What follows belongs to an exercise in optimizing a design on an open flow for small area and a short achievable clock period; a production flow would make more cautious choices. Where RTL was checked, it was by simulation tests only, not by an equivalence proof against the original. Power and IR drop assume default switching activity.

== lane 5 ==
// pcie_cfg_top
module pcie_cfg_top (
    input  logic          clk_pcie,
    input  logic          rst,
    input  logic          i_cmd_valid,
    input  logic [63:0]   i_cmd,
    output logic          o_cmd_ready,
    output logic          o_rsp_valid,
    output logic [31:0]   o_rsp,
    input  logic          i_rsp_ready,
    output logic [49:0]   o_mgmt,
    input  logic [32:0]   i_mgmt,
    input  logic [47:0]   i_status,
    output logic [15:0]   o_pcie_id
);
    logic [159:0] rw_q;
    logic         rd_en_q;
    logic         mwr_en_q;
    logic         res_v;
    logic [31:0]  res;
    logic [9:0]   res_addr;
    logic [3:0]   res_be;
    logic [31:0]  cl_cnt;
    logic         done;
    logic         busy;
    logic         launch;
    logic         timer_run;
    logic         auto_wr;
    logic [1:0]   mgmt_en;
    logic [44:0]  cmd_in;
    logic [44:0]  hd;
    logic         hd_v;
    logic [44:0]  cring [15];
    logic [3:0]   c_rp_q;       
    logic [14:0]  c_rp;
    logic [3:0]   c_wp_q;       
    logic [14:0]  c_wp;
    logic [44:0]  c_rd;
    logic [44:0]  hd_d;
    logic         hd_rw_ok;      
    logic         hd_ro_ok;      
    logic [3:0]   c_rc;
    logic         wr_en_q;
    logic [15:0]  hd_val;
    logic [15:0]  hd_msk;
    logic [15:0]  hd_addr;
    logic [1:0]   hd_typ;
    logic         c_full;
    logic         c_push;
    logic         c_rne;
    logic         rsp_hold;
    logic         pop;
    logic         cmd_rd;
    logic         cmd_wr;
    logic         hfree;
    logic         c_take;
    logic         c_push_ring;
    logic [26:0]  cmd_code;
    logic [26:0]  hd_code;
    for (genvar g = 0; g < 5; g++)
    begin : g_tenc
        cfg_trit_enc u_enc (
            .i_mv({i_cmd[32+3*g+2], i_cmd[48+3*g+2], i_cmd[32+3*g+1], i_cmd[48+3*g+1],
                   i_cmd[32+3*g], i_cmd[48+3*g]}),    
  ...
export LEC_CHECK = 0
export ABC_CLOCK_PERIOD_IN_PS = 3000
export CAP_MARGIN = 20
export CORE_MARGIN = 2
export CORE_UTILIZATION = 40
export CTS_CLUSTER_DIAMETER = 100
export CTS_CLUSTER_SIZE = 25
export SETUP_SLACK_MARGIN = 3.95
export SLEW_MARGIN = 20
create_clock -name core_clock -period 7.0 [get_ports {clk_pcie}]
standard.sh (not shown) runs the stock make flow with config.mk's settings and CLKGATE_MAP_FILE= SYNTH_SCRIPT=/design/flow/synth_recipe.tcl, a recipe that flattens the netlist after the stock synthesis.
==> flow/flow/run.sh <==
#!/bin/bash
# Standard layout, with the port buffers made from the smallest plain buffer instead of
# ORFS's default choice. Everything else is the standard flow (standard.sh).
set -euo pipefail
export BUFFER_PORTS_ARGS="-buffer_cell sky130_fd_sc_hd__buf_1"
bash standard.sh > standard_flow.log 2>&1
## Diff of input files: lane 2 against lane 5
- a change of SETUP_SLACK_MARGIN from 3.95 to 3.8
--- outcome ---
Lane 5 → lane 2: fmax decreased 5.3 MHz; share of total power in combinational logic dropped 0.5 points; total global routing track utilization went up 0.16 points.
Slowest library cell on the worst path = nor2b_4: lane 5; slowest library cell on the worst path = a222oi_1: lane 2
In the final reports, the cell area of lane 2 is smaller than that of lane 5.
Lane 5 → lane 2: clock share of power up 0.3 points, number of max-slew violations in the final report did not really move, via count has increased, initial antenna violation count shrank by 7.
Against lane 5, lane 2 comes in 113 higher on number of filler cells placed in the layout.
Worst setup slack (higher): lane 5

pcie_cfg_top, a different RTL version from the one above (not shown whole).
Size in the first run: about 250 I/O pins, roughly 63000 um^2 of cells after synthesis.
clock: 7.0 ns
lec_check: 0
abc_clock_period_in_ps: 3000
cap_margin: 20
core_margin: 2
core_utilization: 40
cts_cluster_diameter: 100
cts_cluster_size: 25
setup_slack_margin: 3.8
slew_margin: 20
Scripts as last shown in full above: flow/flow/run.sh
Next try:
==> flow/run.sh (new file) <==
#!/bin/bash
# synth_recipe.tcl (not shown) runs the flow's synth.tcl, then flattens the netlist and writes it again
# the make line also repeats each setting of config.mk as NAME=value (left out here)
make -C /OpenROAD-flow-scripts/flow DESIGN_CONFIG=/design/flow/config.mk WORK_HOME=/design/flow/orfs CLKGATE_MAP_FILE= SYNTH_SCRIPT=/design/flow/synth_recipe.tcl finish
removed: flow/flow/run.sh
removed: flow/standard.sh
After rerunning: Non-clock buffer count grows by 2; total power grows by 0.95%; cell area grows by 2.1%; sequential power barely changes.

Another version of the RTL of pcie_cfg_top (not shown whole).
Size in the first run: about 4700 cells after synthesis, about 1500 flip-flops, ~250 I/O pins, ~0.063 mm² of cells after synthesis.
// pcie_cfg_top
module pcie_cfg_top (
    input  logic          clk_pcie,
    input  logic          rst,
    input  logic          i_cmd_valid,
    input  logic [63:0]   i_cmd,
    output logic          o_cmd_ready,
    output logic          o_rsp_valid,
    output logic [31:0]   o_rsp,
    input  logic          i_rsp_ready,
    output logic [49:0]   o_mgmt,
    input  logic [32:0]   i_mgmt,
    input  logic [47:0]   i_status,
    output logic [15:0]   o_pcie_id
);
Settings: LEC_CHECK=0, ABC_CLOCK_PERIOD_IN_PS=3000, CAP_MARGIN=20, CORE_MARGIN=2, CORE_UTILIZATION=40, CTS_CLUSTER_DIAMETER=100, CTS_CLUSTER_SIZE=25, SETUP_SLACK_MARGIN=3.8, SLEW_MARGIN=20, TNS_END_PERCENT=5; clock period 7.0 ns.
run.sh (not shown) runs the stock make flow with config.mk's settings and CLKGATE_MAP_FILE= SYNTH_SCRIPT=/design/flow/synth_recipe.tcl, a recipe that flattens the netlist after the stock synthesis.
Stock flow here: none of the scripts above is used.
Rerun with:
==> flow/flow/run.sh (new file) <==
#!/bin/bash
# Standard layout, with the port buffers made from the smallest plain buffer instead of
# ORFS's default choice. Everything else is the standard flow (standard.sh).
set -euo pipefail
export BUFFER_PORTS_ARGS="-buffer_cell sky130_fd_sc_hd__buf_1"
bash standard.sh > standard_flow.log 2>&1
==> flow/standard.sh (new file) <==
#!/bin/bash
# synth_recipe.tcl (not shown) runs the flow's synth.tcl, then flattens the netlist and writes it again
# the make line also repeats each setting of config.mk as NAME=value (left out here)
make -C /OpenROAD-flow-scripts/flow DESIGN_CONFIG=/design/flow/config.mk WORK_HOME=/design/flow/orfs CLKGATE_MAP_FILE= SYNTH_SCRIPT=/design/flow/synth_recipe.tcl "${@:-finish}"
--- a/flow/config.mk
+++ b/flow/config.mk
@@ -16 +15,0 @@
-export TNS_END_PERCENT = 5
removed: flow/run.sh
- register-to-register slack is better by 0.12 ns
- first-iteration DRC count climbs by 3.0%
- maximum frequency climbs by about 3.6%
- clock-buffer cell count came out lower by 11
- setup slack gets better by 0.12 ns
- core utilization drops by 0.63 points
- die area stays the same
- cell count hardly moves
- sequential power hardly moves
- design area is lower by about 1.4%
Rerun with:
==> flow/run.sh (new file) <==
#!/bin/bash
# synth_recipe.tcl (not shown) runs the flow's synth.tcl, then flattens the netlist and writes it again
# the make line also repeats each setting of config.mk as NAME=value (left out here)
make -C /OpenROAD-flow-scripts/flow DESIGN_CONFIG=/design/flow/config.mk WORK_HOME=/design/flow/orfs CLKGATE_MAP_FILE= SYNTH_SCRIPT=/design/flow/synth_recipe.tcl finish
--- a/flow/config.mk
+++ b/flow/config.mk
@@ -14 +14 @@
-export SETUP_SLACK_MARGIN = 3.8
+export SETUP_SLACK_MARGIN = 4.1
removed: flow/flow/run.sh
removed: flow/standard.sh
Routed wire length grows by about 6%; non-clock buffer count climbs by 111; die area stays the same; cell area climbs by about 6%; cell count rose by 1.7%; count of clock-buffer cells in the layout falls by 7; register-to-register slack improved by 0.23 ns.
Rerun with:
--- a/flow/config.mk
+++ b/flow/config.mk
@@ -14 +14 @@
-export SETUP_SLACK_MARGIN = 4.1
+export SETUP_SLACK_MARGIN = 3.8
Effect:
- utilization shrinks by 1.7 points
- routed wire length shrinks by 5.8%
- design area shrinks by 3.6%
- first-iteration DRC count shrinks by 20%
- hold slack barely changes
Function was not checked in any run of this note: the RTL went through the layout flow alone.

pcie_cfg_top, a different RTL version from the one above (not shown whole).
Size in the first run: about 4900 cells after synthesis, ~1600 flip-flops, ~250 I/O pins, roughly 67000 um^2 of cells after synthesis.
Design pcie_cfg_top, start of the top module:
module pcie_cfg_top (
    input  logic          clk_pcie,
    input  logic          rst,
    input  logic          i_cmd_valid,
    input  logic [63:0]   i_cmd,
    output logic          o_cmd_ready,
    output logic          o_rsp_valid,
    output logic [31:0]   o_rsp,
    input  logic          i_rsp_ready,
    output logic [49:0]   o_mgmt,
    input  logic [32:0]   i_mgmt,
    input  logic [47:0]   i_status,
    output logic [15:0]   o_pcie_id
);
Settings: LEC_CHECK=0, ABC_CLOCK_PERIOD_IN_PS=3000, CAP_MARGIN=20, CORE_MARGIN=2, CORE_UTILIZATION=40, CTS_BUF_LIST=sky130_fd_sc_hd__clkbuf_4 sky130_fd_sc_hd__clkbuf_8, CTS_CLUSTER_SIZE=30, SETUP_SLACK_MARGIN=3.8, SLEW_MARGIN=20; clock period 7.0 ns.
Stock flow here: none of the scripts above is used.
The baseline produced a clean layout.
Rerun with:
--- a/flow/config.mk
+++ b/flow/config.mk
@@ -12,2 +11,0 @@
-export CTS_BUF_LIST = sky130_fd_sc_hd__clkbuf_4 sky130_fd_sc_hd__clkbuf_8
-export CTS_CLUSTER_SIZE = 30
=> Hold slack gains 10 ps. Total power climbs by 2.3%. Final cell count shrinks by 2.4%. Worst setup slack is worse by 23 ps. Count of clock-buffer cells in the layout came out lower by 181. Cell area is about the same. Sequential power hardly moves. Clock power is higher by 5.9%. Sequential share of layout area barely changes. Sequential cell count stays the same. Register-to-register slack loses 20 ps.
No run of this note included a check of the RTL's function; only the layout flow was run.

Setup of R:
pcie_cfg_top, a different RTL version from the one above (not shown whole).
Size: about 1500 flip-flops, roughly 250 I/O pins, about 64000 um2 of cells after synthesis.
clock: 7.0 ns
lec_check: 0
abc_clock_period_in_ps: 3000
cap_margin: 20
core_margin: 2
core_utilization: 60
cts_cluster_diameter: 90
cts_cluster_size: 28
setup_slack_margin: 3.8
slew_margin: 20
The flow did not stop early for R: all stages ran, and the layout cleared the timing, DRC and antenna checks.
Here is what was changed in the inputs of S compared with R.
-- flow/config.mk --
<<< R, line 9
export CAP_MARGIN = 20
export CORE_MARGIN = 2
export CORE_UTILIZATION = 60
export CTS_CLUSTER_DIAMETER = 90
export CTS_CLUSTER_SIZE = 28
export SETUP_SLACK_MARGIN = 3.8
export SLEW_MARGIN = 20
>>> S, line 9
export CAP_MARGIN = 20
export CORE_MARGIN = 2
export CORE_UTILIZATION = 40
export CTS_CLUSTER_DIAMETER = 100
export CTS_CLUSTER_SIZE = 25
export SETUP_SLACK_MARGIN = 3.8
export SLEW_MARGIN = 20
### Flow results
- Having completed the whole flow, S delivered a layout that passed the timing, DRC and antenna checks.
- Of R and S, the higher routed length on met1 belongs to S.
- R → S: register-to-register slack fell 0.02 ns; final cycle utilization of the critical path rose 0.23 points; area used by sequential logic in the layout about even; maximum resistive drop on vdd rose about 16%.
- S: fraction of area in registers 0.46 points below R
- Diff R -> S: routed wire length picked up an extra 1.4%, met2 usage decreased 19 points, estimated wirelength of the detail-placed design grew by 6.0%, per-cell routed wire length shows a reduction of about 8%.
- Cell-internal power (S vs. R) increases slightly
- Of the two values seen for cell with the largest stage delay on the worst path, sky130_fd_sc_hd__a222oi_1 was produced by S and sky130_fd_sc_hd__or4_4 by R.

-- what the ideal ports hide --
Ports are ideal in the flow. The routed layouts listed here were re-timed in OpenROAD. Step 1 sets driving cells, clkbuf_16 on the clock port and buf_2 on the other inputs (assumed; they add their load-dependent delay and slew). Step 2 also shifts input and output timing later by t, the mid clock arrival at the registers, as if the neighbouring blocks saw the same clock. a / b / c = no drivers / after step 1 / after step 2; a / b = the first two.
run	t (ns)	setup slack, ns	worst data-port slew with drivers (ns)
lane 5	0.796	3.820 / 3.742 / 3.365	0.16
lane 2	0.770	3.766 / 3.744 / 3.223	0.12
the first run of note 2	0.778	3.787 / 3.760 / 3.180	0.21
the second run of note 2	0.790	3.751 / 3.751 / 3.205	0.14
the first run of note 3	0.778	3.492 / 3.492 / 2.973	0.22
the second run of note 3	0.790	3.614 / 3.614 / 3.245	0.21
the third run of note 3	0.793	3.849 / 3.803 / 3.225	0.13
the fourth run of note 3	0.795	3.764 / 3.754 / 3.175	0.19
the first run of note 4	1.054	3.690 / 3.690 / 2.879	0.20
the second run of note 4	0.873	3.667 / 3.667 / 3.026	0.20
R	0.766	3.718 / 3.707 / 3.224	0.10
S	0.795	3.701 / 3.701 / 3.208	0.11
After both steps setup and hold are still met in every run listed. For the first run of note 4, which loses most, drivers alone change the setup slack by 0.000 ns; drivers and shift together by -0.811 ns.
